Source: an optimization exercise on an open RTL-to-GDS flow (aim: small area, a short achievable clock period and few clock cycles per item). Production flows keep margins and buffers that such runs may drop. RTL that was checked went through simulation tests only; none was proved equivalent to the original. The RTL of run 2 was laid out without a check of its function. Power is estimated from default activity; no workload was simulated.

**flow/run.sh**
```bash
#!/bin/bash
# synth_recipe.tcl (not shown) runs the flow's synth.tcl, then flattens the netlist and writes it again
# the make line also repeats each setting of config.mk as NAME=value (left out here)
make -C /OpenROAD-flow-scripts/flow DESIGN_CONFIG=/design/flow/config.mk WORK_HOME=/design/flow/orfs CLKGATE_MAP_FILE= SYNTH_SCRIPT=/design/flow/synth_recipe.tcl finish
```
**flow/config.mk**
```make
export PLATFORM = sky130hd
export DESIGN_NAME = mmio_region_table_decoder_core
export DESIGN_NICKNAME = mmio_region_table_decoder_core
export VERILOG_FILES = /design/flow/design.v
export SDC_FILE = /design/flow/constraint.sdc
export NUM_CORES = 4
export LEC_CHECK = 0
export CAP_MARGIN = 20
export CORE_MARGIN = 2
export CORE_UTILIZATION = 40
export SETUP_SLACK_MARGIN = 3.5
export SLEW_MARGIN = 20
```
**flow/constraint.sdc**
```tcl
create_clock -name core_clock -period 7.0 [get_ports {clk_i}]
set_input_delay 1.4000 -clock core_clock [delete_from_list [all_inputs] [get_ports {clk_i}]]
set_output_delay 1.4000 -clock core_clock [all_outputs]
set_load 0.01 [all_outputs]
```
**flow/design.v**
```verilog
package mrtd_pkg;
  localparam int AddrW    = 64;
  localparam int HandlerW = 8;
  localparam int SlotW    = 4;
  localparam int InDataW  = 144;
  localparam int OutDataW = 16;
  localparam int RegionW  = 2 * AddrW + HandlerW + 2;
  localparam logic [1:0] OP_REGISTER = 2'd0;
  localparam logic [1:0] OP_READ     = 2'd1;
  localparam logic [1:0] OP_WRITE    = 2'd2;
  localparam logic [2:0] ST_SUCCESS     = 3'd0;
  localparam logic [2:0] ST_OVERLAP     = 3'd1;
  localparam logic [2:0] ST_NOT_HANDLED = 3'd2;
  localparam logic [2:0] ST_DENIED      = 3'd3;
  localparam logic [2:0] ST_FULL        = 3'd4;
endpackage
module mrtd_cell #(
  parameter int AddrW    = 64,
  parameter int HandlerW = 8,
  parameter int RegionW  = 2 * AddrW + HandlerW + 2
) (
  input  logic               clk_i,
  input  logic               we_i,        
  input  logic [RegionW-1:0] wdata_i,
  input  logic               cmp_le_i,    
  input  logic [AddrW-1:0]   opd_i,       
  input  logic [AddrW-1:0]   key_i,
  output logic [RegionW-1:0] region_o,
  output logic               below_o,             
  output logic               key_lt_end_o         
);
  logic [RegionW-1:0] region_q;
  logic [AddrW-1:0]   base, lim;
  assign base = region_q[RegionW-1 -: AddrW];
  assign lim  = region_q[RegionW-1-AddrW -: AddrW];
  always_ff @(posedge clk_i) begin
    if (we_i) begin
      region_q <= wdata_i;
    end
  end
  assign region_o          = region_q;
  mrtd_lt #(.W(AddrW)) u_below (.a_i(base), .b_i(opd_i), .eq_i(cmp_le_i), .lt_o(below_o));
  mrtd_lt #(.W(AddrW)) u_ltend (.a_i(key_i), .b_i(lim), .eq_i(1'b0), .lt_o(key_lt_end_o));
endmodule
module mrtd_lt #(
  parameter int W = 64
) (
  input  logic [W-1:0] a_i,
  input  logic [W-1:0] b_i,
  input  logic         eq_i,
  output logic         lt_o
);
  localparam int L = $clog2(W);
  logic [W-1:0] g [L+1];
  logic [W-1:0] p [L+1];
  always_comb begin
    for (int l = 0; l <= L; l++) begin
      g[l] = '0;
      p[l] = '0;
    end
    for (int i = 0; i < W; i++) begin
      g[0][i] = b_i[i] & ~a_i[i];
      p[0][i] = b_i[i] | ~a_i[i];
    end
    for (int l = 1; l <= L; l++) begin
      for (int i = 0; i < (W >> l); i++) begin
        g[l][i] = g[l-1][2*i+1] | (p[l-1][2*i+1] & g[l-1][2*i]);
        p[l][i] = p[l-1][2*i+1] & p[l-1][2*i];
      end
    end
    lt_o = g[L][0] | (p[L][0] & eq_i);
  end
endmodule
import mrtd_pkg::*;
module mmio_region_table_decoder_core #(
  parameter int MAX_REGIONS = 16
) (
  input  logic                clk_i,
  input  logic                rst_ni,
  input  logic                s_axis_tvalid_i,
  output logic                s_axis_tready_o,
  input  logic [InDataW-1:0]  s_axis_tdata_i,
  output logic                m_axis_tvalid_o,
  input  logic                m_axis_tready_i,
  output logic [OutDataW-1:0] m_axis_tdata_o
);
  localparam int N    = MAX_REGIONS;
  localparam int CntW = $clog2(MAX_REGIONS + 1);
  localparam int ResW = OutDataW - 1;
  logic         b_valid_q, c_valid_q;
  logic         oh_valid_q, ot_valid_q;    
  logic [N-1:0] valid_q;                   
  logic [1:0]   c_op_q;
  logic         c_adv;                     
  logic         b2c;                       
  logic         b_first;                   
  logic         b_reg;                     
  logic         s_ready_q;                 
  assign c_adv           = c_valid_q && !ot_valid_q;
  assign b2c             = b_valid_q && !b_first && (!c_valid_q || (!ot_valid_q && !b_reg));
  assign s_axis_tready_o = s_ready_q;
  logic [1:0]          b_op_q;
  logic [AddrW-1:0]    b_opd_q;    
  logic [AddrW-1:0]    b_oth_q;    
  logic [HandlerW-1:0] b_hdl_q;
  logic                b_rd_q, b_wr_q;
  logic                b_ph_q;     
  logic                in_reg;
  assign in_reg = (s_axis_tdata_i[1:0] == OP_REGISTER);
  always_ff @(posedge clk_i) begin
    if (s_axis_tready_o) begin
      b_ph_q  <= 1'b0;
      b_op_q  <= s_axis_tdata_i[1:0];
      b_opd_q <= in_reg ? s_axis_tdata_i[129:66] : s_axis_tdata_i[65:2];
      b_oth_q <= in_reg ? s_axis_tdata_i[65:2] : s_axis_tdata_i[129:66];
      b_hdl_q <= s_axis_tdata_i[137:130];
      b_rd_q  <= s_axis_tdata_i[138];
      b_wr_q  <= s_axis_tdata_i[139];
    end else begin
      b_ph_q  <= 1'b1;
      if (b_first) begin
        b_opd_q <= b_oth_q;
        b_oth_q <= b_opd_q;
      end
    end
  end
  assign b_reg   = (b_op_q == OP_REGISTER);
  assign b_first = b_reg && !b_ph_q;
  logic [N-1:0] new_slot;
  logic         table_full;
  assign table_full = &valid_q;
  always_comb begin
    for (int i = 0; i < N; i++) begin
      new_slot[i] = !valid_q[i];
      for (int j = 0; j < i; j++) begin
        new_slot[i] &= valid_q[j];
      end
    end
  end
  logic [RegionW-1:0] region [N];
  logic [N-1:0]       cmp_below, cmp_ltend;
  for (genvar g = 0; g < N; g++) begin : g_cell
    mrtd_cell #(
      .AddrW    (AddrW),
      .HandlerW (HandlerW),
      .RegionW  (RegionW)
    ) u_cell (
      .clk_i             (clk_i),
      .we_i              (b2c && b_reg && new_slot[g]),
      .wdata_i           ({b_opd_q, b_oth_q, b_hdl_q, b_rd_q, b_wr_q}),
      .cmp_le_i          (!b_reg),
      .opd_i             (b_opd_q),
      .key_i             (b_opd_q),
      .region_o          (region[g]),
      .below_o           (cmp_below[g]),
      .key_lt_end_o      (cmp_ltend[g])
    );
  end
  logic [N-1:0] f_below_q, f_ltend_q, f_blne_q;
  logic [N-1:0] t_blne_q;          
  always_ff @(posedge clk_i) begin
    if (b_valid_q && b_first) begin
      t_blne_q <= cmp_below;
    end
    if (b2c) begin
      c_op_q    <= b_op_q;
      f_blne_q  <= t_blne_q;
      f_below_q <= cmp_below;
      f_ltend_q <= cmp_ltend;
    end
  end
  logic [N-1:0] above_q [N];
  logic [N-1:0] bl;                
  logic [N-1:0] nb;                
  logic [N-1:0] is_left;           
  logic [N-1:0] is_right;          
  assign bl = f_below_q & valid_q;
  assign nb = ~f_below_q & valid_q;
  always_comb begin
    for (int i = 0; i < N; i++) begin
      logic hi_bl, lo_nb;
      hi_bl = 1'b0;
      lo_nb = 1'b0;
      for (int j = 0; j < N; j++) begin
        if (j > i) begin
          hi_bl |= above_q[i][j] && bl[j];
          lo_nb |= !above_q[i][j] && nb[j];
        end else if (j < i) begin
          hi_bl |= !above_q[j][i] && bl[j];
          lo_nb |= above_q[j][i] && nb[j];
        end
      end
      is_left[i]  = bl[i] && !hi_bl;
      is_right[i] = nb[i] && !lo_nb;
    end
  end
  always_ff @(posedge clk_i) begin
    if (c_adv && c_op_q == OP_REGISTER) begin
      for (int i = 0; i < N; i++) begin
        for (int j = i + 1; j < N; j++) begin
          if (new_slot[j]) begin
            above_q[i][j] <= bl[i];
          end else if (new_slot[i]) begin
            above_q[i][j] <= !bl[j];
          end
        end
      end
    end
  end
  logic [SlotW-1:0] rank_q [N];
  logic [SlotW-1:0] ins_pos;
  logic             do_insert;
  always_ff @(posedge clk_i) begin
    if (c_adv && do_insert) begin
      for (int i = 0; i < N; i++) begin
        if (new_slot[i]) begin
          rank_q[i] <= ins_pos;
        end else if (nb[i]) begin
          rank_q[i] <= rank_q[i] + SlotW'(1);
        end
      end
    end
  end
  logic                any_left;   
  logic [SlotW-1:0]    l_rank;     
  logic                left_hit;   
  logic                right_hit;  
  logic                l_rd, l_wr;
  logic [HandlerW-1:0] l_hdl;
  always_comb begin
    l_rank    = '0;
    left_hit  = 1'b0;
    right_hit = 1'b0;
    l_rd      = 1'b0;
    l_wr      = 1'b0;
    l_hdl     = '0;
    for (int i = 0; i < N; i++) begin
      l_rank    |= is_left[i] ? rank_q[i] : '0;
      left_hit  |= is_left[i] && f_ltend_q[i];
      right_hit |= is_right[i] && f_blne_q[i];
      l_rd      |= is_left[i] && region[i][1];
      l_wr      |= is_left[i] && region[i][0];
      l_hdl     |= is_left[i] ? region[i][HandlerW+1:2] : '0;
    end
  end
  logic [2:0]          res_status;
  logic [HandlerW-1:0] res_handler;
  logic [SlotW-1:0]    res_slot;
  logic                perm_ok;
  assign any_left = |bl;
  assign ins_pos  = any_left ? (l_rank + SlotW'(1)) : '0;
  assign perm_ok  = (c_op_q == OP_WRITE) ? l_wr : l_rd;
  always_comb begin
    res_status  = ST_NOT_HANDLED;
    res_handler = '0;
    res_slot    = '0;
    do_insert   = 1'b0;
    case (c_op_q)
      OP_REGISTER: begin
        if (table_full) begin
          res_status = ST_FULL;
        end else if (left_hit || right_hit) begin
          res_status = ST_OVERLAP;
        end else begin
          res_status = ST_SUCCESS;
          res_slot   = ins_pos;
          do_insert  = 1'b1;
        end
      end
      OP_READ, OP_WRITE: begin
        if (left_hit) begin
          res_slot = l_rank;
          if (perm_ok) begin
            res_status  = ST_SUCCESS;
            res_handler = l_hdl;
          end else begin
            res_status  = ST_DENIED;
          end
        end
      end
      default: begin
        res_status = ST_NOT_HANDLED;
      end
    endcase
  end
  logic [ResW-1:0] res;
  assign res = {res_slot, res_handler, res_status};
  logic [ResW-1:0] oh_q, ot_q;
  logic            pop;
  assign pop = oh_valid_q && m_axis_tready_i;
  always_ff @(posedge clk_i) begin
    if (!oh_valid_q || pop) begin
      oh_q <= ot_valid_q ? ot_q : res;
    end
    if (c_adv) begin
      ot_q <= res;
    end
  end
  logic b_valid_n, b_reg_n, b_first_n, c_valid_n, ot_valid_n, s_ready_n;
  assign b_valid_n  = s_ready_q ? s_axis_tvalid_i : b_valid_q;
  assign b_reg_n    = s_ready_q ? (s_axis_tdata_i[1:0] == OP_REGISTER) : b_reg;
  assign b_first_n  = s_ready_q && (s_axis_tdata_i[1:0] == OP_REGISTER);
  assign c_valid_n  = b2c || (c_valid_q && !c_adv);
  assign ot_valid_n = (oh_valid_q && !pop) && (ot_valid_q || c_adv);
  assign s_ready_n  = !b_valid_n || (!b_first_n && (!c_valid_n || (!ot_valid_n && !b_reg_n)));
  always_ff @(posedge clk_i or negedge rst_ni) begin
    if (!rst_ni) begin
      s_ready_q  <= 1'b1;
      b_valid_q  <= 1'b0;
      c_valid_q  <= 1'b0;
      oh_valid_q <= 1'b0;
      ot_valid_q <= 1'b0;
      valid_q    <= '0;
    end else begin
      s_ready_q <= s_ready_n;
      b_valid_q <= b_valid_n;
      if (b2c) begin
        c_valid_q <= 1'b1;
      end else if (c_adv) begin
        c_valid_q <= 1'b0;
      end
      if (c_adv && do_insert) begin
        valid_q <= valid_q | new_slot;
      end
      if (!oh_valid_q || pop) begin
        oh_valid_q <= ot_valid_q || c_adv;
        ot_valid_q <= 1'b0;
      end else if (c_adv) begin
        ot_valid_q <= 1'b1;
      end
    end
  end
  assign m_axis_tvalid_o = oh_valid_q;
  assign m_axis_tdata_o  = {1'b0, oh_q};
endmodule
```
==> results of run 1 <==
## critical path, stage by stage, from the launching register on
cell and delay [ns]:
edfxtp_1 0.37, buf_4 0.20, buf_4 0.42, nand2b_1 0.14
o2111ai_1 0.14, nor3_1 0.09, buf_4 0.19, o2111ai_1 0.34
nor3b_1 0.30, a21oi_2 0.38, o21ai_0 0.14, a221oi_1 0.22
nand3_1 0.11, or3_4 0.43
## worst max path at each step
stage / start / endpoint / slack, ns / cells past startpoint
3_3_place_gp: b_opd_q[0] / t_blne_q[1] / 1.69 / 10
3_5_place_dp: b_opd_q[0] / t_blne_q[1] / 1.68 / 10
5_1_grt: b_opd_q[48] / f_ltend_q[4] / 3.12 / 13
6_report: b_opd_q[57] / f_ltend_q[0] / 3.17 / 13
4_1_cts: b_opd_q[15] / t_blne_q[14] / 3.17 / 11
2_1_floorplan: valid_q[0] / g_cell[11].u_cell.region_q[0] / 2.43 / 13
## power by group through the flow
stage	logic (W)	registers (W)	clock network [W]
3_5_place_dp	0.0115	0.0208	0
2_1_floorplan	0.00639	0.0202	0
3_3_place_gp	0.0114	0.0207	0
6_report	0.0159	0.0203	0.0153
4_1_cts	0.0145	0.0203	0.0154
5_1_grt	0.0164	0.0204	0.0160
## Yosys cell counts (99+ instances only)
cell          n
clkbuf_1    491
inv_1       347
maj3_1      942
buf_1       123
edfxtp_1   2628
nand3_1     220
nand3b_1    128
a22oi_1     182
nor2b_1     300
a221oi_1    119
nor2_1      510
o22ai_1     302
o2111ai_1    99
o21ai_0     257
a22o_1      121
a21oi_1     645
nand2b_1    339
nand2_1     357
mux2i_1     128
## stage by stage
stage                     cell area, sq um  cells  setup slack (ns)
after global placement              133000  13676              1.69
after floorplan                     125000   9655              2.43
after CTS                           151000  14617              3.17
after detailed placement            133000  13678              1.68
after global routing                155000  14772              3.12
final                               155000  14778              3.17
## placed cells by master, fill, tap and decap left out, types with 33 or more instances in the layout
| master | synthesis | final |
|---|---|---|
| a2111oi_0 | 72 | 48 |
| a21oi_1 | 645 | 595 |
| a21oi_4 | 0 | 33 |
| a221oi_1 | 119 | 96 |
| a222oi_1 | 81 | 81 |
| a22o_1 | 121 | 120 |
| a22oi_1 | 182 | 174 |
| and3b_1 | 46 | 45 |
| buf_12 | 0 | 148 |
| buf_4 | 5 | 524 |
| buf_6 | 0 | 136 |
| buf_8 | 0 | 40 |
| clkbuf_1 | 491 | 63 |
| clkbuf_16 | 0 | 312 |
| clkdlybuf4s50_1 | 0 | 159 |
| clkinv_1 | 15 | 67 |
| clkinv_2 | 0 | 52 |
| edfxtp_1 | 2628 | 2628 |
| inv_1 | 347 | 315 |
| maj3_1 | 942 | 623 |
| maj3_2 | 42 | 361 |
| mux2i_1 | 128 | 127 |
| nand2_1 | 357 | 336 |
| nand2b_1 | 339 | 321 |
| nand3_1 | 220 | 202 |
| nand3b_1 | 128 | 128 |
| nand4_1 | 70 | 70 |
| nor2_1 | 510 | 479 |
| nor2b_1 | 300 | 281 |
| nor3_1 | 69 | 57 |
| nor3b_1 | 81 | 67 |
| o2111ai_1 | 99 | 50 |
| o2111ai_2 | 0 | 36 |
| o211ai_1 | 41 | 41 |
| o21ai_0 | 257 | 207 |
| o21bai_1 | 55 | 54 |
| o221ai_1 | 84 | 75 |
| o22ai_1 | 302 | 297 |
## per-layer routing
metal | global-route usage [%] | up-vias | part of all wire [%]
met5 | 0.151 | - | 0.039
met4 | 17.3 | 20 | 7.0
met3 | 5.55 | 1233 | 10
met2 | 45.4 | 5605 | 44
met1 | 38.6 | 47839 | 38
li1 | - | 39459 | -
## state kept, by name (all words and copies together), names as in the netlist, 64 cells and up
name and flops:
b_oth_q 64, b_opd_q 64, above_q 120, rank_q 64, g_cell.u_cell.region_q 2208
## cells by family after synthesis
family	share of synthesized area, %
buffers and inverters	3.13
flip-flops	63.6
AND/OR/NAND/NOR	10.0
XOR/XNOR	0.238
multiplexers	1.13
adder cells (fa/ha/maj)	8.13
AO/OA/AOI/OAI	13.8
other	0.00300
## what timing repair did
item                                     CTS  global route
pin swaps                                371           240
buffers inserted                         367           130
hold buffers                               0             0
endpoints found under the setup margin  2475           476
cloned                                    49            20
gates resized for setup                 1173           438
## final cells by class
class                   instances  area share (%)
flip-flops and latches       2650            51.4
multi-input cells            5982            29.9
repair buffers               1089            8.27
clock buffers                 364            5.00
well taps                    4140            3.35
inverters                     375            1.08
clock inverters               159           0.971
repair inverters                8          0.0356
diodes                         11          0.0178
==> notes.md, run 1 <==
The initial antenna violation count is 23. The boundary pin count came out at ~170. The DRC marker count from the first detailed-route iteration is 12943.

The synthesized net count came out at between 9000 and 10000. CTS built an H-tree with a depth of 5. The layout filler cell count came out at around 26000. In the synthesized netlist the dominant register cell turns out to be edfxtp_1. The switching part of the total is 34.4%. The number of CTS-inserted buffers came out at 296. The floorplan row count came out at around 200. Across the run, the number of max-cap violations was 0. The data arrival time of the critical path is 4.49 ns. The sequential share of power came out at approximately 40%.

Setup total negative slack on the finished layout was measured at 0 ns. The clock skew after layout is ~0.05 ns. The number of cells traversed by the worst hold path came out at 0. The startpoint identified for the worst register-to-register timing path is b_opd_q[57]. The die is 563 um tall. The worst hold margin came out at around 0.42 ns. The synthesized netlist cell count came out at a little under 10000.

The final hold violation count is 0. The mean number of vias per cell is 6.37. After synthesis, flip-flops and latches occupy ~64% of the total area. The worst-case hold path end point is f_blne_q[12]. The share of synthesized area in the top cell type comes to between 60% and 70%. The critical path is of the reg2reg type. The destination of the worst register-to-register timing path is f_ltend_q[0]. The proportion of synthesized flip-flops having asynchronous set or reset is less than 1%.

The global-route wire length before repair came out at 669000 um. The required arrival time at the worst endpoint came out at 7.65 ns. The die area came out at about 320000 sq um. The clock share of power is a little under 30%. Yosys mapped the design onto 90 distinct sky130hd cell types. The time the worst path needs with I/O delays and setup is between 3 and 4 ns.

The multi-input logic area came out at 46200 sq um. The via count of the first global-routing pass was between 80000 and 90000. The worst setup path is captured at a flop. The internal power consumption is between 0.03 and 0.04 W. The part of the cycle the worst path needs is about 55%. The number of input and output port buffers inserted is 160.

The slack of the worst reg-to-reg path came out at approximately 3.2 ns. The cell taking the most area after synthesis is edfxtp_1. The number of endpoints failing setup at the final stage came out at 0. Wires add up to 487000 um. Clock-pin slew was measured on the worst setup and hold paths at roughly 0.06 ns. The remaining number of nets flagged by the antenna check after routing came out at 0.

Counting flops with a built-in enable in the synthesized netlist gives 2628. The maximum buffer depth of the clock tree came out at 4. The half-perimeter wire length after placement is about 300000 um. Setup repair after global routing could not meet its margin everywhere. The starting density of the core is between 40% and 50%. The average wire per cell in the routed design came out at about 33 um. In this run the standard cell core region covers 311000 sq um.

The power per unit of standard cell area came out at around 330 nW/um^2. The max-slew violation count was 0. The overall power after layout is just over 0.05 W. Yosys attributes the largest share of cell area to edfxtp_1, maj3_1, a21oi_1. The final route contains 94156 vias. STA classifies the critical path startpoint as a flop. The aggregate global routing overflow is 0.

The post-synthesis area per instance is between 10 and 15 sq um. The DRC violations left is 0. The number of storage elements in the synthesis netlist is roughly 2700. The switching power came out at approximately 0.018 W. The min-delay analysis places its worst path in the category reg2reg.

The first-pass detailed-route iteration total is 9. Global routing used between 20 and 30% of the available tracks. The area added between synthesis and finish is 23.8%. The sink count of the clock tree came out at ~2700.

The maximum number of pins on one net before global-route repair came out at ~140. The number of cells on the worst reg-to-reg path came out at 13. The die span in x is around 560 um. The maximum fanout count along the critical path came out at 21. The maximum frequency from static timing analysis is 0.261 GHz.

Once layout is complete, the utilization of the core stands at roughly 50%. During synthesis, Yosys emitted a total of 10 warnings. The net count of the finished layout is roughly 11000. The clock latency reported for the late side of the worst-skew pair came out at 0.95 ns. The share of cells above drive strength 1 came out at roughly 22%.

The root cell of the clock tree is clkbuf_16. The flow ran to the end and the layout has no timing, DRC or antenna violations. The transition time at the pin with the least slew margin is roughly 1.2 ns. The leakage power is ~51 nW.

The max-slew headroom at the worst pin came out at around 16%. TritonCTS built the clock tree. The area taken by flip-flops and latches is ~80000 sq um. The cell area after synthesis is approximately 120000 sq um.

The startpoint identified for the worst hold timing path is t_blne_q[12]. The placer congestion estimate is 0.970. The part of the total power dissipated in combinational logic came out at between 30% and 40%. The largest vdd supply drop came out at 206 uV.
Testbench counts, summed over its fixed seeds: cycles 5,224, items 4,928.
==> inputs of run 2 (changes only) <==
--- a/flow/design.v
+++ b/flow/design.v
@@ -130,11 +130,4 @@
   logic         table_full;
-  assign table_full = &valid_q;
-  always_comb begin
-    for (int i = 0; i < N; i++) begin
-      new_slot[i] = !valid_q[i];
-      for (int j = 0; j < i; j++) begin
-        new_slot[i] &= valid_q[j];
-      end
-    end
-  end
+  assign table_full = valid_q[N-1];
+  assign new_slot   = ~valid_q & {valid_q[N-2:0], 1'b1};
   logic [RegionW-1:0] region [N];
@@ -197,10 +190,6 @@
   always_ff @(posedge clk_i) begin
-    if (c_adv && c_op_q == OP_REGISTER) begin
-      for (int i = 0; i < N; i++) begin
-        for (int j = i + 1; j < N; j++) begin
-          if (new_slot[j]) begin
-            above_q[i][j] <= bl[i];
-          end else if (new_slot[i]) begin
-            above_q[i][j] <= !bl[j];
-          end
+    for (int j = 1; j < N; j++) begin
+      if (c_adv && c_op_q == OP_REGISTER && new_slot[j]) begin
+        for (int i = 0; i < j; i++) begin
+          above_q[i][j] <= bl[i];
         end
@@ -322,3 +311,3 @@
       if (c_adv && do_insert) begin
-        valid_q <= valid_q | new_slot;
+        valid_q <= {valid_q[N-2:0], 1'b1};
       end
--- a/flow/config.mk
+++ b/flow/config.mk
@@ -9,3 +9,3 @@
 export CORE_MARGIN = 2
-export CORE_UTILIZATION = 40
+export CORE_UTILIZATION = 60
 export SETUP_SLACK_MARGIN = 3.5
==> run 2 against run 1 <==
Compared with the run above:
- still clean on timing, DRC and antenna
- clock-buffer cell count decreased by 4
- fmax increased by 2.2%
- first-iteration DRC count decreased by 0.99%
- global-route usage increased by 11 points
- flip-flop and latch count unchanged
- highest routed layer unchanged
==> notes.md, run 2 <==
The cell area after synthesis is 124000 sq um (-0.61%). The clock transition at the registers of the reported paths came out at 0.06 ns (about the same). The aggregate global routing overflow is 0 (unchanged). The data arrival time of the critical path is 4.33 ns (-0.16 ns).

The maximum frequency from static timing analysis came out at 0.267 GHz (+2.2%). The wire length reported by the detailed router is 442000 um (-9.1%). The library cell used most frequently in the layout, excluding fill and tap cells, is edfxtp_1.

The number of distinct library cell variants in the gate-level netlist after synthesis was 104 (+16%). The number of storage elements in the synthesis netlist came to 2650 (unchanged). The portion of the post-synthesis area used by sequential elements came to 64.0% (+0.39 points).

The synthesized netlist cell count came out at 9583 (-0.75%). The prevailing post-synth register cell is edfxtp_1. The starting density of the core came out at 60.5% (+20 points).

The number of H-tree levels is 5 (unchanged). The critical path in this run is classified as reg2reg. The type of the worst min-delay path is reg2reg. The net count of the finished layout came out at 10308 (-2.5%). The run finished with no timing, DRC or antenna violations. The maximum buffer depth of the clock tree came to 4 (unchanged). By area the synthesized netlist is led by edfxtp_1, maj3_1, nand2b_1. The remaining number of nets flagged by the antenna check after routing came out at 0 (unchanged). The mean number of vias per cell is 7.11 (+12%). The transition time at the pin with the least slew margin is 1.20 ns (-0.0383 ns). The floorplan row count came to 166 (-19%). The final hold violation count came out at 0 (unchanged).

The initial antenna violation count is 14 (-39%). The cell taking the most area after synthesis is edfxtp_1. The DRC violations left came out at 0 (unchanged). The number of synthesis warnings is 10 (unchanged). The half-perimeter wire length after placement came out at 271000 um (-7.8%). The standard cell core area is 205000 sq um (-34%). The number of cells on the worst reg-to-reg path came to 9 (-4). The overall power after layout came out at 0.0497 W (-3.4%). The fraction of the core area covered by cells at the end of the flow is 71.5% (+22 points). The number of cells traversed by the worst hold path is 0 (unchanged).

The die area was 211000 sq um (-34%). The part of the cycle the worst path needs was 53.6% (-1.2 points). The power per unit of standard cell area is 339 nW/um^2 (+1.8%).

Setup repair after global routing could not meet its margin everywhere. The worst hold margin came out at 0.411 ns (-0.00759 ns). The number of flip-flops under the largest register name is 2208 (unchanged). More flip-flops sit in one register than any other, and that register is g_cell.u_cell.region_q. The synthesized net count is 9751 (-0.73%). The DRC marker count from the first detailed-route iteration is 12815 (-0.99%). The count of hold-fix buffers inserted at cts came out at 0 (unchanged). The clock latency reported for the late side of the worst-skew pair came to 0.95 ns (about the same). The post-synthesis area per instance came out at 13.0 sq um (+0.14%). The library cells used most frequently in the layout, excluding fill and tap cells, are edfxtp_1, maj3_1, nor2_1. The number of flops mapped to enable cells by yosys is 2628 (unchanged). The y dimension of the die came out at 459 um (-18%). The share of cells above drive strength 1 is 15.8% (-6.1 points). The sink count of the clock tree is 2650 (unchanged). The number of CTS-inserted buffers is 292 (-1.4%).

The average wire per cell in the routed design is 33.9 um (+3.0%). The proportion of synthesized flip-flops having asynchronous set or reset is 0.792% (unchanged). The layout filler cell count came out at 13547 (-49%). In the synthesized netlist, the cells that appear most often are edfxtp_1, maj3_1, nor2_1. The CTS tree is done. The max-slew headroom at the worst pin came out at 19.7% (+3.4 points). The number of endpoints failing setup at the final stage is 0 (unchanged). The number of input and output port buffers inserted is 160 (unchanged).

The die span in x came out at 459 um (-18%). The maximum fanout count along the critical path is 22 (+4.8%). The required arrival time at the worst endpoint was 7.58 ns (-0.07 ns).

The fraction of synthesized cell area taken by the top area cell type was 63.6% (+0.39 points). The area added between synthesis and finish came out at 18.2%. Among all cell types in the netlist, the one instantiated most often is edfxtp_1. The clock skew after layout came out at 0.0600 ns (+0.00851 ns). The number of maximum-capacitance constraint violations came to 0 (unchanged). The nature of the critical path endpoint is a flop. The cell area after placement is 130000 sq um (-2.2%). The time the worst path needs with I/O delays and setup is 3.75 ns (-0.0818 ns). The via count of the first global-routing pass is 87708 (-2.0%). The number of vias after detailed routing came out at 92725 (-1.5%). The total negative setup slack came to 0 ns (unchanged). The total non-filler cell area in the finished layout came to 147000 sq um (-5.1%). The worst setup path is launched from a flop. The largest registers in the layout are g_cell.u_cell.region_q (2208), above_q (120). The maximum number of pins on one net before global-route repair is 187 (+35%). The max-slew violation count came out at 0 (unchanged). The leakage power is 48.4 nW (-4.3%).

The first-pass detailed-route iteration total is 9 (unchanged). The tree is rooted in a clkbuf_16. The boundary pin count came out at 166 (unchanged). The total global-route track usage was 40.5% (+11 points). The global-route wire length before repair is 614000 um (-8.3%). The placer congestion estimate came out at 1.03 (+6.5%). The largest vdd supply drop is 286 uV (+39%).
## run 2: area by class of cell
cell class	count	area [sq um]	share of cell area [%]
Timing Repair Buffer	840	9690	6.60
Clock buffer	360	7730	5.27
Multi-Input combinational cell	5905	43600	29.7
Timing Repair inverter	4	31.3	0.0213
Sequential cell	2650	79500	54.2
Tap cell	2688	3360	2.29
Clock inverter	139	923	0.629
Antenna cell	10	25.0	0.0170
Inverter	447	1920	1.31
## run 2: worst paths after layout
path	endpoint	start	slack [ns]
max	f_ltend_q[15]	b_opd_q[30]	3.25
min	f_blne_q[6]	t_blne_q[6]	0.41
max reg2reg	f_ltend_q[15]	b_opd_q[30]	3.25
min reg2reg	f_blne_q[6]	t_blne_q[6]	0.41
max in group asynchronous	valid_q[13]	rst_ni	6.12
min in group asynchronous	b_valid_q	rst_ni	0.44
## run 2: worst max-delay path, stage by stage, from the launching register on
cell       delay [ns]
edfxtp_1         0.36
buf_4            0.34
buf_4            0.42
nor2b_1          0.10
maj3_1           0.37
o21ba_2          0.26
o221a_2          0.22
o2111ai_4        0.15
o211ai_1         0.83
nand3_2          0.31
## run 2: stage by stage
step | setup WS, ns | cells
after floorplan | 2.75 | 9583
after global placement | 1.99 | 12165
after detailed placement | 1.93 | 12170
after CTS | 3.29 | 12877
after global routing | 3.31 | 13038
final | 3.25 | 13043
## run 2: logic make-up (layout without fill, tap and decap cells)
logic type | Yosys count | count (layout) | share of synthesized area (%)
other | 1 | 11 | 0.00302
adders and majority gates | 791 | 791 | 6.46
DFF | 2650 | 2650 | 64.0
AOI/OAI and AO/OA | 2509 | 2509 | 14.3
muxes | 153 | 153 | 1.29
buffers and inverters | 1033 | 1790 | 3.23
and+or+nand+nor | 2413 | 2418 | 10.5
xor gates and xnor gates | 33 | 33 | 0.233
## run 2: metal layers
layer	routed length, um	track usage, %	share of wire [%]	up-vias
li1	-	-	-	38793
met2	194000	60.7	44	6600
met1	159000	53.1	36	45875
met3	54500	9.55	12	1445
met5	72	0	0.016	-
met4	35000	26.7	7.9	12
## run 2: timing repair
item	CTS	global route
endpoints found under the setup margin	307	205
cloned	27	22
pin swaps	76	161
buffers inserted	181	132
resized for setup	595	365
## run 2: report_power, final
part / internal, W / leakage (nW) / switching [W] / total (W)
Clock: 0.00820 / 4.24 / 0.00617 / 0.0144
Combinational: 0.00527 / 20.1 / 0.00951 / 0.0148
Sequential: 0.0193 / 24.1 / 0.00120 / 0.0205
==> inputs of run 3 (changes only) <==
--- a/flow/design.v
+++ b/flow/design.v
@@ -134,2 +134,4 @@
   logic [N-1:0]       cmp_below, cmp_ltend;
+  logic               slot_we;
+  assign slot_we = !(c_valid_q && c_op_q == OP_REGISTER);
   for (genvar g = 0; g < N; g++) begin : g_cell
@@ -141,3 +143,3 @@
       .clk_i             (clk_i),
-      .we_i              (b2c && b_reg && new_slot[g]),
+      .we_i              (slot_we && new_slot[g]),
       .wdata_i           ({b_opd_q, b_oth_q, b_hdl_q, b_rd_q, b_wr_q}),
@@ -191,3 +193,3 @@
     for (int j = 1; j < N; j++) begin
-      if (c_adv && c_op_q == OP_REGISTER && new_slot[j]) begin
+      if (new_slot[j]) begin
         for (int i = 0; i < j; i++) begin
@@ -202,9 +204,7 @@
   always_ff @(posedge clk_i) begin
-    if (c_adv && do_insert) begin
-      for (int i = 0; i < N; i++) begin
-        if (new_slot[i]) begin
-          rank_q[i] <= ins_pos;
-        end else if (nb[i]) begin
-          rank_q[i] <= rank_q[i] + SlotW'(1);
-        end
+    for (int i = 0; i < N; i++) begin
+      if (new_slot[i]) begin
+        rank_q[i] <= ins_pos;
+      end else if (c_adv && do_insert && nb[i]) begin
+        rank_q[i] <= rank_q[i] + SlotW'(1);
       end
--- a/flow/config.mk
+++ b/flow/config.mk
@@ -9,3 +9,5 @@
 export CORE_MARGIN = 2
-export CORE_UTILIZATION = 60
+export CORE_UTILIZATION = 65
+export CTS_CLUSTER_DIAMETER = 100
+export CTS_CLUSTER_SIZE = 30
 export SETUP_SLACK_MARGIN = 3.5
==> run 3 against run 2 <==
Compared with the run above:
- still clean on timing, DRC and antenna
- first-iteration DRC count is 21% higher
- hold slack better by 0.019 ns
- flip-flop and latch count unchanged
- core utilization increased by 2.6 points
- synthesized area decreased by 0.22%
- register-to-register slack is essentially flat
- clock-buffer cell count shrank 247
- die area down 7.8%
- critical endpoint is now f_below_q[10]
==> notes.md, run 3 <==
The flow ran to the end and the layout has no timing, DRC or antenna violations. Setup repair after global routing could not meet its margin everywhere. The area added between synthesis and finish is 13.6%. The wire length reported by the detailed router is 436000 um (-1.4%). The clock skew after layout came out at 0.0375 ns (-0.0224 ns). The number of distinct library cell variants in the gate-level netlist after synthesis was 96 (-7.7%). More flip-flops sit in one register than any other, and that register is g_cell.u_cell.region_q. The starting density of the core came out at 65.3% (+4.8 points).

The net count of the finished layout came to 10075 (-2.3%). The total negative setup slack is 0 ns (unchanged). The time the worst path needs with I/O delays and setup came to 3.74 ns (-0.0131 ns). The data arrival time of the critical path is 4.30 ns (-0.03 ns).

The half-perimeter wire length after placement is 267000 um (-1.6%). The layout filler cell count came to 11990 (-11%). The die span in x is 441 um (-4.0%). The cell taking the most area after synthesis is edfxtp_1. The maximum frequency from static timing analysis came out at 0.268 GHz (+0.35%). The number of synthesis warnings came to 10 (unchanged). The maximum buffer depth of the clock tree came out at 3 (-1).

The DRC marker count from the first detailed-route iteration was 15538 (+21%). The maximum fanout count along the critical path came out at 7 (-68%). In the synthesized netlist, the cells that appear most often are edfxtp_1, maj3_1, a21oi_1. The most repeated cell in the gate-level netlist after synthesis is edfxtp_1. The boundary pin count came to 166 (unchanged).

The remaining number of nets flagged by the antenna check after routing was 0 (unchanged). The synthesized net count came out at 9698 (-0.54%). The largest registers in the layout are g_cell.u_cell.region_q (2208), above_q (120). The placer congestion estimate is 1.04 (+0.79%). The average wire per cell in the routed design came out at 35.0 um (+3.2%).

The first-pass detailed-route iteration total was 9 (unchanged). The post-placement setup slack came out at 1.95 ns (+0.0214 ns). The sink count of the clock tree was 2650 (unchanged). The total global-route track usage was 43.5% (+3.0 points). The most used flip-flop cell after synthesis is edfxtp_1. The number of maximum-capacitance constraint violations is 0 (unchanged). The portion of the post-synthesis area used by sequential elements is 64.1% (+0.14 points). The number of cells in the finished layout apart from fillers is 12462 (-4.5%).

The synthesized netlist cell count is 9530 (-0.55%). The clock latency reported for the late side of the worst-skew pair was 0.84 ns (-0.11 ns). The worst hold margin came out at 0.430 ns (+0.0191 ns). The required arrival time at the worst endpoint came out at 7.57 ns (about the same).

The top cell types in the final layout, fill and taps aside, are edfxtp_1, maj3_1, a21oi_1. The number of flip-flops under the largest register name was 2208 (unchanged). The power per unit of standard cell area is 366 nW/um^2 (+8.0%).

The internal power consumption came out at 0.0315 W (-3.9%). The total placed cells including tap cells was 11938 (-1.9%). The min-delay analysis places its worst path in the category reg2reg. The number of input and output port buffers inserted came out at 160 (unchanged). The initial antenna violation count is 27 (+13). The library cell used most frequently in the layout, excluding fill and tap cells, is edfxtp_1.

The leakage power came out at 45.9 nW (-5.2%). STA classifies the critical path startpoint as a flop. The aggregate global routing overflow was 0 (unchanged). STA classifies the critical path endpoint as a flop. The die area is 194000 sq um (-7.8%). The fraction of synthesized cell area taken by the top area cell type came out at 63.7% (+0.14 points).

The number of CTS-inserted buffers is 103 (-65%). The via count of the first global-routing pass came to 85572 (-2.4%). The final hold violation count is 0 (unchanged).

The final worst-path setup slack came out at 3.26 ns (+0.0131 ns). The y dimension of the die came out at 441 um (-4.0%). The number of storage elements in the synthesis netlist is 2650 (unchanged). The area taken by flip-flops and latches is 79500 sq um (about the same). The floorplan row count came out at 160 (-3.6%). The number of endpoints failing setup at the final stage came out at 0 (unchanged).

The clock transition at the registers of the reported paths came to 0.11 ns (+0.05 ns). The number of H-tree levels came out at 3 (-2). The part of the cycle the worst path needs came to 53.4% (-0.19 points).

The proportion of synthesized flip-flops having asynchronous set or reset came out at 0.792% (unchanged). The global-route wire length before repair was 603000 um (-1.7%). The number of flops mapped to enable cells by yosys is 2628 (unchanged). The switching power is 0.0199 W (+18%). The fraction of the core area covered by cells at the end of the flow is 74.1% (+2.6 points). The maximum number of pins on one net before global-route repair is 139 (-26%). The mean number of vias per cell came out at 7.38 (+3.8%).

The transition time at the pin with the least slew margin was 1.23 ns (+0.0290 ns). The cell area after synthesis was 124000 sq um (-0.22%). The multi-input logic area came out at 43400 sq um (-0.42%). The part of the total power dissipated in combinational logic is 38.4% (+8.7 points). Ranked by total cell area, the synthesized netlist is headed by edfxtp_1, maj3_1, nor2b_1.

The switching part of the total came out at 38.7% (+4.7 points). TritonCTS built the clock tree. The root cell of the clock tree is clkbuf_16. The share of cells above drive strength 1 came out at 15.1% (-0.74 points).

The max-slew headroom at the worst pin is 17.8% (-1.9 points). The post-synthesis area per instance is 13.0 sq um (+0.33%). The category of the most critical setup path is reg2reg.

The number of vias after detailed routing is 91961 (-0.82%). The sequential share of power is 46.6% (+5.3 points). The DRC violations left is 0 (unchanged).

The largest vdd supply drop is 443 uV (+55%). The standard cell core area is 190000 sq um (-7.5%). The clock share of power came out at 15.0% (-14 points).

The max-slew violation count came out at 0 (unchanged).
## run 3: cell types whose count changed after synthesis, moves of 25 or more
cell | previous run | this run
nor2_1 | 492 | 455
nand2b_1 | 406 | 353
nand2_1 | 419 | 337
nor4_1 | 44 | 75
o21bai_1 | 28 | 53
o221ai_1 | 139 | 105
maj3_1 | 730 | 813
nand3b_1 | 100 | 171
or3b_2 | 2 | 37
clkbuf_1 | 387 | 435
o2111ai_1 | 110 | 151
inv_1 | 419 | 447
## run 3: layer usage
metal,track usage [%],routed length (um)
met5,0,129
met4,26.0,32200
met3,11.2,61800
met2,65.1,192000
met1,57.8,150000
## run 3: layout make-up
class | count | area share, %
Multi-Input combinational cell | 5806 | 30.9
Inverter | 474 | 1.41
Tap cell | 2511 | 2.23
Clock buffer | 113 | 1.90
Clock inverter | 21 | 0.179
Timing Repair inverter | 3 | 0.0187
Sequential cell | 2650 | 56.5
Timing Repair Buffer | 869 | 6.88
Antenna cell | 15 | 0.0267
## run 3: final timing paths
kind | startpoint | to | slack, ns | cells after the start
max | b_opd_q[8] | f_below_q[10] | 3.26 | 12
min | t_blne_q[2] | f_blne_q[2] | 0.43 | 0
max reg2reg | b_opd_q[8] | f_below_q[10] | 3.26 | 12
min reg2reg | t_blne_q[2] | f_blne_q[2] | 0.43 | 0
max in group asynchronous | rst_ni | s_ready_q | 5.70 | 2
min in group asynchronous | rst_ni | oh_valid_q | 0.97 | 2
## run 3: kinds of logic (layout without fill, tap and decap cells)
group | count (synthesis) | count (layout) | synth area share (%)
fa+ha+maj | 850 | 850 | 6.93
compound gates | 2453 | 2453 | 13.9
mux | 153 | 153 | 1.26
xor+xnor | 33 | 33 | 0.233
simple gates | 2314 | 2316 | 10.2
other cells | 1 | 16 | 0.00303
buf+inv | 1076 | 1480 | 3.32
flops | 2650 | 2650 | 64.1
## run 3: critical path: stages, from the launching register on
cell      delay, ns
edfxtp_1       0.45
buf_12         0.18
buf_16         0.14
nand2b_4       0.06
maj3_1         0.15
nor2_1         0.04
o21a_1         0.17
a2111o_1       0.43
a211oi_4       0.60
o221ai_2       0.25
nor3_4         0.66
o31ai_2        0.13
buf_4          0.20
## run 3: power by group through the flow
stage               Clock (W)  Sequential [W]  Combinational [W]
finish                0.00771          0.0240             0.0198
global route          0.00811          0.0242             0.0203
CTS                   0.00763          0.0239             0.0177
detailed placement          0          0.0243             0.0155
global placement            0          0.0242             0.0151
floorplan                   0          0.0235            0.00926
## run 3: what timing repair did
action                                  CTS  global route
hold buffers                              0             0
pin swaps                               134           190
cloned                                   29            17
buffers inserted                        191           135
endpoints found under the setup margin  217           184
gates resized for setup                 635           453
## run 3: per-stage QoR
stage | power (W) | cell area, sq um
floorplan | 0.0327 | 124000
global placement | 0.0393 | 129000
detailed placement | 0.0398 | 129000
CTS | 0.0492 | 137000
global route | 0.0526 | 141000
finish | 0.0515 | 141000
Testbench counts of run 3, summed over its fixed seeds: cycles 5,224, items 4,928.
==> inputs of run 4 (changes only) <==
--- a/flow/config.mk
+++ b/flow/config.mk
@@ -9,5 +9,3 @@
 export CORE_MARGIN = 2
-export CORE_UTILIZATION = 65
-export CTS_CLUSTER_DIAMETER = 100
-export CTS_CLUSTER_SIZE = 30
+export CORE_UTILIZATION = 60
 export SETUP_SLACK_MARGIN = 3.5
==> run 4 against run 3 <==
Compared with the run above:
- still clean
- clock power increased by 91%
- register-to-register slack about the same
- clock skew increased by 0.016 ns
- largest power group unchanged
==> notes.md, run 4 <==
The flow ran to the end and the layout has no timing, DRC or antenna violations. Setup repair after global routing could not meet its margin everywhere. The critical path goes through buf_12, nand2b_4, maj3_2, maj3_2, maj3_2, o221ai_2, a21oi_2, o211ai_1, a311oi_1, buf_4, o221ai_4. The power per unit of standard cell area came out at 397 nW/um^2 (+8.7%). The maximum frequency from static timing analysis is 0.267 GHz (-0.19%). The number of flip-flops under the largest register name came out at 2208 (unchanged).

The data arrival time of the critical path came to 4.49 ns (+0.19 ns). The synthesized net count came to 9698 (unchanged). Ranked by total cell area, the synthesized netlist is headed by edfxtp_1, maj3_1, nor2b_1.

The standard cell core area came to 205000 sq um (+8.0%). The number of input and output port buffers inserted was 160 (unchanged). The critical path is of the reg2reg type. In the final layout, the registers with the most flip-flops are g_cell.u_cell.region_q (2208), above_q (120). The cell area after synthesis is 124000 sq um (unchanged). The starting density of the core is 60.4% (-4.8 points). Among all cell types in the netlist, the one instantiated most often is edfxtp_1.

The time the worst path needs with I/O delays and setup is 3.75 ns (+0.00724 ns). The clock latency reported for the late side of the worst-skew pair is 0.95 ns (+0.11 ns). The count of hold-fix buffers inserted at cts is 0 (unchanged).

The maximum number of pins on one net before global-route repair came out at 139 (unchanged). The worst hold margin is 0.417 ns (-0.0126 ns). The area taken by flip-flops and latches is 79500 sq um (about the same). The largest stage delay on the critical path is 1.01 ns (+0.35 ns). The required arrival time at the worst endpoint came to 7.74 ns (+0.17 ns). The aggregate global routing overflow is 0 (unchanged).

The share of cells above drive strength 1 was 17.3% (+2.3 points). The portion of the post-synthesis area used by sequential elements is 64.1% (unchanged). The prevailing post-synth register cell is edfxtp_1. The wire length reported by the detailed router is 450000 um (+3.2%). The post-synthesis area per instance came to 13.0 sq um (unchanged). The number of endpoints failing setup at the final stage came out at 0 (unchanged). The fraction of the core area covered by cells at the end of the flow is 72.0% (-2.1 points). The multi-input logic area came out at 44100 sq um (+1.6%). The DRC violations left is 0 (unchanged). STA classifies the critical path endpoint as a flop.

The transition time at the pin with the least slew margin came out at 1.28 ns (+0.0444 ns). The sink count of the clock tree came out at 2650 (unchanged). The total global-route track usage is 41.5% (-2.0 points).

The layout filler cell count came out at 13403 (+12%). The mean number of vias per cell came out at 7.12 (-3.5%). The leakage power is 48.9 nW (+6.5%).

The number of synthesis warnings came to 10 (unchanged). The overall power after layout is 0.0587 W (+14%). In the layout the commonest cells are edfxtp_1, maj3_1, a21oi_1.

The first-pass detailed-route iteration total came out at 7 (-2). The number of H-tree levels came to 5 (+2). The placer congestion estimate is 1.01 (-3.3%). The y dimension of the die came out at 458 um (+4.0%). The total negative setup slack is 0 ns (unchanged). The register with the most flip-flops in the final layout is g_cell.u_cell.region_q.

The clock skew after layout came to 0.0531 ns (+0.0155 ns). The area added between synthesis and finish came out at 19.2%. The proportion of synthesized flip-flops having asynchronous set or reset is 0.792% (unchanged).

The fraction of synthesized cell area taken by the top area cell type came out at 63.7% (unchanged). The via count of the first global-routing pass is 87724 (+2.5%). The max-slew violation count came out at 0 (unchanged). The remaining number of nets flagged by the antenna check after routing is 0 (unchanged). The CTS tree is done. The floorplan row count is 166 (+3.8%). The root cell of the clock tree is clkbuf_16. The initial antenna violation count came to 21 (-22%). The max-slew headroom at the worst pin came out at 14.4% (-3.3 points). The global-route wire length before repair came out at 624000 um (+3.5%).

The commonest cells after synthesis are edfxtp_1, maj3_1, a21oi_1. The maximum fanout count along the critical path is 6 (-1). On the critical path the largest part of the delay comes from compound AO/OA/AOI/OAI gates. The die span in x came out at 458 um (+4.0%). The clock transition at the registers of the reported paths is 0.06 ns (-0.05 ns). The number of maximum-capacitance constraint violations came out at 0 (unchanged). The half-perimeter wire length after placement came to 270000 um (+1.1%).

The synthesized netlist cell count was 9530 (unchanged). edfxtp_1 takes more of the synthesized area than any other cell. The average wire per cell in the routed design is 34.6 um (-1.1%).

The final hold violation count is 0 (unchanged). The critical path buffer and inverter count is 2 (-1). The die area is 210000 sq um (+8.3%). The number of flops mapped to enable cells by yosys came out at 2628 (unchanged). The worst setup path is launched from a flop. The library cell used most frequently in the layout, excluding fill and tap cells, is edfxtp_1.

The min-delay analysis places its worst path in the category reg2reg. The largest vdd supply drop came out at 407 uV (-8.2%). The maximum buffer depth of the clock tree came out at 4 (+1). The boundary pin count is 166 (unchanged).

The number of CTS-inserted buffers came out at 293 (+180%). The net count of the finished layout is 10259 (+1.8%). The number of vias after detailed routing is 92552 (+0.64%). The number of distinct library cell variants in the gate-level netlist after synthesis is 96 (unchanged). The number of storage elements in the synthesis netlist is 2650 (unchanged). The DRC marker count from the first detailed-route iteration is 13469 (-13%). The cell with the most instances on the worst path is maj3_2. For this design, the slowest cell found on the critical path is o211ai_1. The part of the cycle the worst path needs came out at 53.5% (+0.10 points).
-- run 4: cell counts after synthesis --
Identical to the previous run, type by type.
-- run 4: cell families after synthesis --
kind of cell               Yosys count  share of synthesized area, %
AOI/OAI and AO/OA                 2453                          13.9
xor gates and xnor gates            33                         0.233
adders and majority gates          850                          6.93
buffers and inverters             1076                          3.32
DFF                               2650                          64.1
muxes                              153                          1.26
other                                1                       0.00303
and+or+nand+nor                   2314                          10.2
-- run 4: layout make-up --
type | count | area share (%)
Sequential cell | 2650 | 53.8
Multi-Input combinational cell | 5805 | 29.9
Timing Repair Buffer | 860 | 6.61
Clock buffer | 367 | 5.29
Tap cell | 2688 | 2.28
Inverter | 474 | 1.37
Clock inverter | 132 | 0.708
Timing Repair inverter | 7 | 0.0322
Antenna cell | 12 | 0.0203
-- run 4: per-stage QoR --
stage                     setup WS [ns]  cell area (sq um)  std cells
after floorplan                    3.26             124000       9530
after global routing               3.32             148000      12985
after detailed placement           1.52             129000      12085
after CTS                          3.37             145000      12866
after global placement             1.59             129000      12085
final                              3.25             148000      12995
-- run 4: power by group --
group          total [W]  internal (W)  switching, W
clock network     0.0147       0.00846       0.00625
logic             0.0200       0.00705        0.0129
registers         0.0240        0.0218       0.00222
total             0.0587        0.0373        0.0214
-- run 4: what timing repair did --
action | CTS | global route
pin swaps | 145 | 197
gates cloned | 28 | 17
setup endpoints to repair | 217 | 181
buffers inserted | 254 | 97
gates resized for setup | 757 | 466
-- run 4: per-layer routing --
layer	GRT usage (%)	up-vias	routed length, um
li1	-	38476	-
met1	54.2	46142	162000
met2	62.1	6459	198000
met3	11.0	1459	56400
met4	25.9	16	33900
met5	0	-	350
-- run 4: worst paths after layout --
path,slack [ns],cells after the start,start,end
min in group asynchronous,0.49,1,rst_ni,b_valid_q
max,3.25,11,b_opd_q[16],f_ltend_q[11]
min reg2reg,0.42,0,t_blne_q[6],f_blne_q[6]
min,0.42,0,t_blne_q[6],f_blne_q[6]
max reg2reg,3.25,11,b_opd_q[16],f_ltend_q[11]
max in group asynchronous,6.03,1,rst_ni,valid_q[14]
-- run 4: worst register-to-register path, cell delays in order, from the launching register on --
cell and delay (ns):
edfxtp_1 0.47, buf_12 0.20, nand2b_4 0.14, maj3_2 0.29, maj3_2 0.29, maj3_2 0.30
o221ai_2 0.15, a21oi_2 0.08, o211ai_1 1.01, a311oi_1 0.22, buf_4 0.26, o221ai_4 0.15
==> inputs of run 5 (changes only) <==
--- a/flow/design.v
+++ b/flow/design.v
@@ -104,2 +104,3 @@
   logic [AddrW-1:0]    b_oth_q;    
+  logic [AddrW-1:0]    b_key_q;    
   logic [HandlerW-1:0] b_hdl_q;
@@ -115,2 +116,3 @@
       b_oth_q <= in_reg ? s_axis_tdata_i[65:2] : s_axis_tdata_i[129:66];
+      b_key_q <= s_axis_tdata_i[65:2];
       b_hdl_q <= s_axis_tdata_i[137:130];
@@ -144,6 +146,6 @@
       .we_i              (slot_we && new_slot[g]),
-      .wdata_i           ({b_opd_q, b_oth_q, b_hdl_q, b_rd_q, b_wr_q}),
+      .wdata_i           ({b_key_q, b_oth_q, b_hdl_q, b_rd_q, b_wr_q}),
       .cmp_le_i          (!b_reg),
       .opd_i             (b_opd_q),
-      .key_i             (b_opd_q),
+      .key_i             (b_key_q),
       .region_o          (region[g]),
--- a/flow/config.mk
+++ b/flow/config.mk
@@ -9,3 +9,5 @@
 export CORE_MARGIN = 2
-export CORE_UTILIZATION = 60
+export CORE_UTILIZATION = 65
+export CTS_CLUSTER_DIAMETER = 100
+export CTS_CLUSTER_SIZE = 24
 export SETUP_SLACK_MARGIN = 3.5
==> run 5 against run 4 <==
Compared with the run above:
- die area decreased by 5.7%
- clock skew decreased by 0.016 ns
- first-iteration DRC count increased by 9.3%
- hold slack improved by 0.0020 ns
- combinational power decreased by 25%
- global-route usage increased by 1.3 points
- final cell count decreased by 2.8%
- clock power decreased by 41%
- highest routed layer unchanged
==> notes.md, run 5 <==
The run finished with no timing, DRC or antenna violations. In this run the most used layer during global routing was met2. The DRC marker count from the first detailed-route iteration is 14722 (+9.3%). The half-perimeter wire length after placement came out at 270000 um (-0.11%). The number of storage elements in the synthesis netlist came out at 2714 (+2.4%). edfxtp_1 is the most common cell in the netlist.

The part of the cycle the worst path needs came to 50.9% (-2.6 points). The total non-filler cell area in the finished layout is 141000 sq um (-4.5%). The post-synthesis compound-gate area fraction is 13.9% (-0.064 points). The wire length reported by the detailed router is 433000 um (-3.7%). The total negative setup slack was 0 ns (unchanged). In the synthesized netlist, the cells that appear most often are edfxtp_1, maj3_1, nor2_1. The multi-input logic area is 43300 sq um (-1.7%).

The cell area after synthesis is 126000 sq um (+2.1%). The final hold violation count came out at 0 (unchanged). The initial antenna violation count is 22 (+4.8%). The maximum frequency from static timing analysis is 0.281 GHz (+5.2%). The setup path with the least slack is of type reg2reg. The number of cells traversed by the worst hold path is 0 (unchanged). The count of hold-fix buffers inserted at cts came out at 0 (unchanged). The dominant combinational cell family by area after synthesis is compound AO/OA/AOI/OAI gates.

The mean number of vias per cell was 7.33 (+2.9%). The clock transition at the registers of the reported paths is 0.10 ns (+0.04 ns). The first-pass detailed-route iteration total is 9 (+2).

The final worst-path setup slack came out at 3.44 ns (+0.185 ns). After synthesis, the cell types taking the most area are edfxtp_1, maj3_1, nand2b_1. The largest vdd supply drop is 346 uV (-15%). The parity-gate share of the synthesized area counting xor and xnor cells came to 0.241% (+0.0082 points).

The path class of the tightest hold or removal check is reg2reg. TritonCTS built the clock tree. The worst setup path is launched from a flop.

The adder-cell share of the synthesized area is 6.36% (-0.57 points). The sink count of the clock tree came out at 2714 (+2.4%). The die area is 198000 sq um (-5.7%). The cell area after placement is 132000 sq um (+1.9%). The fraction of synthesized area in multiplexers came out at 1.16% (-0.10 points). The source of the worst register-to-register timing path is b_opd_q[0]. The time the worst path needs with I/O delays and setup came to 3.56 ns (-0.185 ns). The placer congestion estimate is 1.03 (+2.7%). The simple logic cell fraction of the synthesized area is 10.8% (+0.63 points). The maximum number of pins on one net before global-route repair was 168 (+21%). The post-placement setup slack was 2.01 ns (+0.498 ns). The data arrival time of the critical path came out at 4.06 ns (-0.43 ns). The leakage power came out at 46.0 nW (-5.9%). The boundary pin count came out at 166 (unchanged). The fraction of synthesized cell area taken by the top area cell type is 63.9% (+0.24 points).

The die span in x was 445 um (-2.9%). The number of cells on the worst reg-to-reg path is 11 (unchanged). In this run the clock root is driven by a clkbuf_16. The y dimension of the die is 445 um (-2.9%).

The transition time at the pin with the least slew margin came out at 1.35 ns (+0.0773 ns). Setup repair after global routing could not meet its margin everywhere. The number of input and output port buffers inserted came out at 160 (unchanged). The maximum buffer depth of the clock tree came to 3 (-1). The worst register-to-register path ends at t_blne_q[14].

The worst hold path begins at t_blne_q[10]. The proportion of synthesized flip-flops having asynchronous set or reset is 0.774% (-0.019 points). The net count of the finished layout is 10227 (-0.31%). The clock latency reported for the late side of the worst-skew pair is 0.85 ns (-0.10 ns).

The DRC violations left is 0 (unchanged). The number of flops mapped to enable cells by yosys came out at 2692 (+2.4%). The number of maximum-capacitance constraint violations came out at 0 (unchanged). The number of H-tree levels came out at 4 (-1). The met3 track demand over resource in global routing is 9.96% (-1.1 points). The floorplan row count is 161 (-3.0%).

The layout filler cell count is 12434 (-7.2%). The portion of the post-synthesis area used by sequential elements came out at 64.4% (+0.23 points). The starting density of the core came out at 65.5% (+5.1 points). Summed over all instances, the cell type with the most area after synthesis is edfxtp_1. The synthesized net count is 9885 (+1.9%).

The via count of the first global-routing pass is 88024 (+0.34%). The standard cell core area is 193000 sq um (-5.9%). The number of flip-flops under the largest register name is 2208 (unchanged). The max-slew headroom at the worst pin is 9.67% (-4.8 points). For hold timing, the worst endpoint is f_blne_q[10]. The slack of the worst reg-to-reg path came out at 3.44 ns (+0.19 ns). The worst setup path is captured at a flop. The power per unit of standard cell area is 340 nW/um^2 (-14%). The synthesized netlist cell count is 9717 (+2.0%). The clock skew after layout came to 0.0368 ns (-0.0162 ns). The number of endpoints failing setup at the final stage is 0 (unchanged).

The met2 track utilization from global routing came to 63.5% (+1.4 points). The most used flip-flop cell after synthesis is edfxtp_1. In the layout the commonest cells are edfxtp_1, maj3_1, nor2_1.

The number of CTS-inserted buffers is 132 (-55%). The number of vias after detailed routing came out at 92606 (+0.058%). The number of synthesis warnings came out at 10 (unchanged).

The overall power after layout came out at 0.0480 W (-18%). The number of distinct library cell variants in the gate-level netlist after synthesis was 100 (+4.2%). g_cell.u_cell.region_q holds more flip-flops than any other register. The total global-route track usage came out at 42.7% (+1.3 points). The commonest non-fill, non-tap cell in the layout is edfxtp_1.

The maximum fanout count along the critical path is 8 (+2). The area taken by flip-flops and latches is 81400 sq um (+2.4%). The share of cells above drive strength 1 came to 12.4% (-4.9 points). The remaining number of nets flagged by the antenna check after routing came out at 0 (unchanged). The global-route wire length before repair came out at 607000 um (-2.8%).

From synthesis to final layout, the design area changed by 11.6%. The aggregate global routing overflow came out at 0 (unchanged). The average wire per cell in the routed design is 34.3 um (-0.95%).

The largest registers in the layout are g_cell.u_cell.region_q (2208), above_q (120). The met1 global-route usage is 57.1% (+2.9 points). The required arrival time at the worst endpoint is 7.50 ns (-0.24 ns). The max-slew violation count came out at 0 (unchanged).

The post-synthesis area per instance came out at 13.0 sq um (about the same).
run 5: cell types whose count changed in the layout (fill, tap and decap cells not counted), sizes merged, moves of 65 or more:
cell / change
nand3b: -65
clkbuf: -226
buf: -119
nor2: +75
nor3b: +78
clkinv: -91
run 5: per-stage QoR:
step	utilization, %	hold slack [ns]	cells
floorplan	-	0.400	9717
global placement	68.4	0.401	12173
detailed placement	68.4	0.405	12174
CTS	71.9	0.420	12507
global route	73.1	0.432	12625
finish	73.1	0.419	12630
run 5: power breakdown:
group | internal, W | total [W] | switching [W]
combinational | 0.00510 | 0.0151 | 0.0100
sequential | 0.0219 | 0.0242 | 0.00230
clock | 0.00360 | 0.00868 | 0.00507
run 5: critical path, cell delays in order (launching register included):
cell and delay (ns):
edfxtp_1 0.39, buf_6 0.19, inv_1 0.27, maj3_1 0.22
maj3_1 0.16, a21oi_1 0.06, maj3_1 0.44, a2111oi_1 0.47
buf_4 0.27, o22ai_1 0.19, o2111ai_1 0.32, nand3_2 0.20
run 5: cell families (layout without fill, tap and decap cells):
logic type | Yosys count | count (layout)
adder cells (fa/ha/maj) | 790 | 790
buffers and inverters | 1050 | 1423
AND/OR/NAND/NOR | 2516 | 2517
multiplexers | 144 | 144
AO/OA/AOI/OAI | 2468 | 2468
XOR/XNOR | 34 | 34
flip-flops | 2714 | 2714
other | 1 | 14
run 5: final cells by class:
type                            count  share of cell area (%)
Clock buffer                      148                    2.47
Clock inverter                     18                   0.124
Timing Repair inverter              9                  0.0399
Tap cell                         2526                    2.24
Multi-Input combinational cell   5954                    30.7
Inverter                          529                    1.56
Antenna cell                       13                  0.0231
Sequential cell                  2714                    57.7
Timing Repair Buffer              719                    5.10
run 5: how the worst max path moves through the flow:
stage / startpoint / to / slack (ns) / cells past startpoint
4_1_cts: b_key_q[0] / f_ltend_q[14] / 3.34 / 10
6_report: b_opd_q[0] / t_blne_q[14] / 3.44 / 11
3_5_place_dp: b_key_q[1] / f_ltend_q[14] / 2.01 / 9
3_3_place_gp: b_key_q[20] / f_ltend_q[8] / 1.92 / 11
5_1_grt: b_opd_q[0] / f_below_q[14] / 3.37 / 11
2_1_floorplan: valid_q[6] / g_cell[7].u_cell.region_q[0] / 3.30 / 5
run 5: repair_timing:
item / CTS / global route
resized for setup: 418 / 300
setup buffers: 155 / 93
setup endpoints to repair: 217 / 171
hold endpoints to repair: 0 / 0
cloned: 12 / 8
pin swaps: 48 / 86
run 5: metal layers:
layer | vias to the layer above | wire length, um
met3 | 1358 | 59300
met2 | 7201 | 189000
met1 | 45478 | 152000
li1 | 38565 | -
met5 | - | 31
met4 | 4 | 33000
Testbench counts of run 5, summed over its fixed seeds: cycles 5,224, items 4,928.
==> inputs of run 6 (changes only) <==
--- a/flow/config.mk
+++ b/flow/config.mk
@@ -9,3 +9,3 @@
 export CORE_MARGIN = 2
-export CORE_UTILIZATION = 65
+export CORE_UTILIZATION = 70
 export CTS_CLUSTER_DIAMETER = 100
==> run 6 against run 5 <==
Compared with the run above:
- still clean on timing, DRC and antenna
- final cell count is 1.1% lower
- flip-flop and latch count stayed put
- die area is 7.1% lower
- sequential share of layout area is 0.092 points higher
- non-clock buffer count is 14 higher
- synthesized area stayed put
- fmax is 0.84% lower
- power is 0.55% higher
- final area is 0.15% lower
- largest power group unchanged
==> notes.md, run 6 <==
The total global-route track usage is 46.3% (+3.6 points). The maximum number of pins on one net before global-route repair came out at 220 (+31%). The root buffer cell chosen for the clock tree is clkbuf_16. The time the worst path needs with I/O delays and setup is 3.59 ns (+0.0303 ns).

The proportion of synthesized flip-flops having asynchronous set or reset came out at 0.774% (unchanged). The final hold violation count is 0 (unchanged). The flow ran to the end and the layout has no timing, DRC or antenna violations. The DRC marker count from the first detailed-route iteration is 17849 (+21%). The number of distinct library cell variants in the gate-level netlist after synthesis came out at 100 (unchanged). The register with the most flip-flops in the final layout is g_cell.u_cell.region_q. After synthesis, the cell types taking the most area are edfxtp_1, maj3_1, nand2b_1. The sink count of the clock tree came out at 2714 (unchanged). The maximum fanout count along the critical path came out at 16 (+8). The global-route wire length before repair is 615000 um (+1.3%). The layout filler cell count is 10035 (-19%). The top cell types in the final layout, fill and taps aside, are edfxtp_1, maj3_1, nor2_1. The number of H-tree levels came to 4 (unchanged). The net count of the finished layout came out at 10246 (+0.19%). The total non-filler cell area in the finished layout is 141000 sq um (-0.15%). The number of cells in the finished layout apart from fillers came out at 12495 (-1.1%). The startpoint identified for the worst register-to-register timing path is b_opd_q[15]. The multi-input logic area is 43100 sq um (-0.47%). Among all flip-flop cells after synthesis, the most frequent one is edfxtp_1. The largest vdd supply drop came out at 387 uV (+12%). The largest registers in the layout are g_cell.u_cell.region_q (2208), above_q (120). STA classifies the critical path startpoint as a flop. The met2 wirelength from detailed routing came out at 192000 um (+1.4%).

The clock transition at the registers of the reported paths is 0.11 ns (about the same). The data arrival time of the critical path is 4.20 ns (+0.14 ns). The number of cells on the worst reg-to-reg path was 12 (+1). The fraction of synthesized cell area taken by the top area cell type came out at 63.9% (unchanged). The CTS tree is done. Setup repair after global routing could not meet its margin everywhere. The most critical setup path has its startpoint at b_opd_q[15].

The maximum buffer depth of the clock tree came out at 3 (unchanged). The number of flip-flops under the largest register name came out at 2208 (unchanged). In this run the critical register-to-register path is captured at t_blne_q[9].

The via count of the first global-routing pass came out at 91028 (+3.4%). The category of the most critical setup path is reg2reg. The maximum frequency from static timing analysis is 0.279 GHz (-0.84%).

The cell area after placement was 132000 sq um (-0.32%). The leakage power is 46.0 nW (about the same). The half-perimeter wire length after placement came out at 269000 um (-0.14%). The power per unit of standard cell area is 343 nW/um^2 (+0.70%). The initial antenna violation count came to 34 (+55%). The placer congestion estimate is 1.04 (+0.65%).

The wire length reported by the detailed router was 439000 um (+1.3%). The die span in x came out at 429 um (-3.6%). The y dimension of the die came out at 429 um (-3.6%). The post-synthesis area per instance came out at 13.0 sq um (unchanged).

The number of synthesis warnings came to 10 (unchanged). The total placed cells including tap cells came out at 11978 (-1.6%). The worst hold path belongs to the class reg2reg. The boundary pin count came out at 166 (unchanged). The share of cells above drive strength 1 is 12.4% (-0.064 points). The standard cell core area is 179000 sq um (-7.2%).

The number of storage elements in the synthesis netlist is 2714 (unchanged). edfxtp_1 takes more of the synthesized area than any other cell. The cell area after synthesis was 126000 sq um (unchanged).

The synthesized netlist cell count came to 9717 (unchanged). The floorplan row count is 155 (-3.7%). The average wire per cell in the routed design came out at 35.1 um (+2.4%). The synthesized net count is 9885 (unchanged). The number of CTS-inserted buffers was 132 (unchanged). The capture point of the critical path is t_blne_q[9].

The clock skew after layout is 0.0318 ns (-0.00508 ns). The required arrival time at the worst endpoint came to 7.61 ns (+0.11 ns). The number of input and output port buffers inserted came out at 160 (unchanged).

The first-pass detailed-route iteration total came to 9 (unchanged). The aggregate global routing overflow came to 0 (unchanged). The number of endpoints failing setup at the final stage is 0 (unchanged).
-- run 6: cell counts after synthesis --
No cell type changed its count.
-- run 6: power breakdown --
part,total (W),internal [W],leakage (nW),switching (W)
sequential,0.0243,0.0219,25.1,0.00238
combinational,0.0152,0.00512,19.1,0.0101
clock,0.00875,0.00363,1.81,0.00512
total,0.0483,0.0306,46.0,0.0176
-- run 6: cells by family after synthesis --
logic type	share of synthesized area (%)
compound gates	13.9
mux	1.16
buf+inv	3.18
fa+ha+maj	6.36
other cells	0.00297
simple gates	10.8
flops	64.4
xor+xnor	0.241
-- run 6: cell type report --
class                           count  area share, %
Timing Repair Buffer              733           5.17
Timing Repair inverter             14         0.0631
Tap cell                         2355           2.09
Sequential cell                  2714           57.8
Clock buffer                      161           2.51
Clock inverter                     14          0.118
Multi-Input combinational cell   5954           30.6
Antenna cell                       21         0.0373
Inverter                          529           1.58
-- run 6: worst min-delay path by stage --
stage,slack (ns),from,cells past startpoint,end
2_1_floorplan,0.40,t_blne_q[0],0,f_blne_q[0]
3_3_place_gp,0.40,t_blne_q[9],0,f_blne_q[9]
3_5_place_dp,0.40,t_blne_q[11],0,f_blne_q[11]
4_1_cts,0.42,t_blne_q[15],0,f_blne_q[15]
5_1_grt,0.43,t_blne_q[15],0,f_blne_q[15]
6_report,0.43,t_blne_q[15],0,f_blne_q[15]
-- run 6: worst max-delay path: stages, from the launching register on --
cell and delay (ns):
edfxtp_1 0.54, inv_2 0.24, buf_6 0.25, a22o_1 0.23
nor4_4 0.08, nand3_1 0.28, o221ai_1 0.26, a311oi_4 0.37
o21ai_0 0.16, buf_4 0.22, a31oi_2 0.35, o211ai_1 0.15
buf_4 0.20
-- run 6: through the flow --
step	hold WS [ns]	utilization, %	power [W]	worst slack (ns)
6_report	0.425	78.7	0.0483	3.41
5_1_grt	0.434	78.7	0.0493	3.39
4_1_cts	0.423	77.4	0.0466	3.49
3_5_place_dp	0.405	73.5	0.0372	1.47
3_3_place_gp	0.401	73.5	0.0366	1.54
2_1_floorplan	0.400	-	0.0314	3.30
-- run 6: repair_timing --
item	CTS	global route
pin swaps	50	69
setup endpoints to repair	217	184
setup buffers	194	100
cloned	15	8
resized for setup	400	273
hold buffers	0	0
-- run 6: metal layers --
layer | up-vias | track usage (%)
li1 | 38554 | -
met5 | - | 0
met4 | 14 | 31.9
met2 | 8745 | 68.9
met3 | 1789 | 12.9
met1 | 45782 | 59.6

port drivers added, routing unchanged:
How much do the figures lean on ideal ports? The routed layouts below were timed once more, with nothing changed but the port constraints. Step 1 sets driving cells, clkbuf_16 on the clock port and buf_2 on the other inputs (assumed; they add their load-dependent delay and slew). Step 2 also shifts input and output timing later by t, the mid clock arrival at the registers, as if the neighbouring blocks saw the same clock. Three values: no drivers, after step 1, after step 2; two values: the first two.
| run | t, ns | setup slack, ns |
|---|---|---|
| run 1 | 1.035 | 3.167 / 3.167 / 2.799 |
| run 2 | 1.020 | 3.249 / 3.249 / 2.763 |
| run 3 | 0.905 | 3.262 / 3.262 / 2.831 |
| run 4 | 1.024 | 3.254 / 3.254 / 2.791 |
| run 5 | 0.915 | 3.440 / 3.440 / 3.050 |
| run 6 | 0.935 | 3.410 / 3.410 / 2.937 |
After both steps every run listed still meets setup and hold.
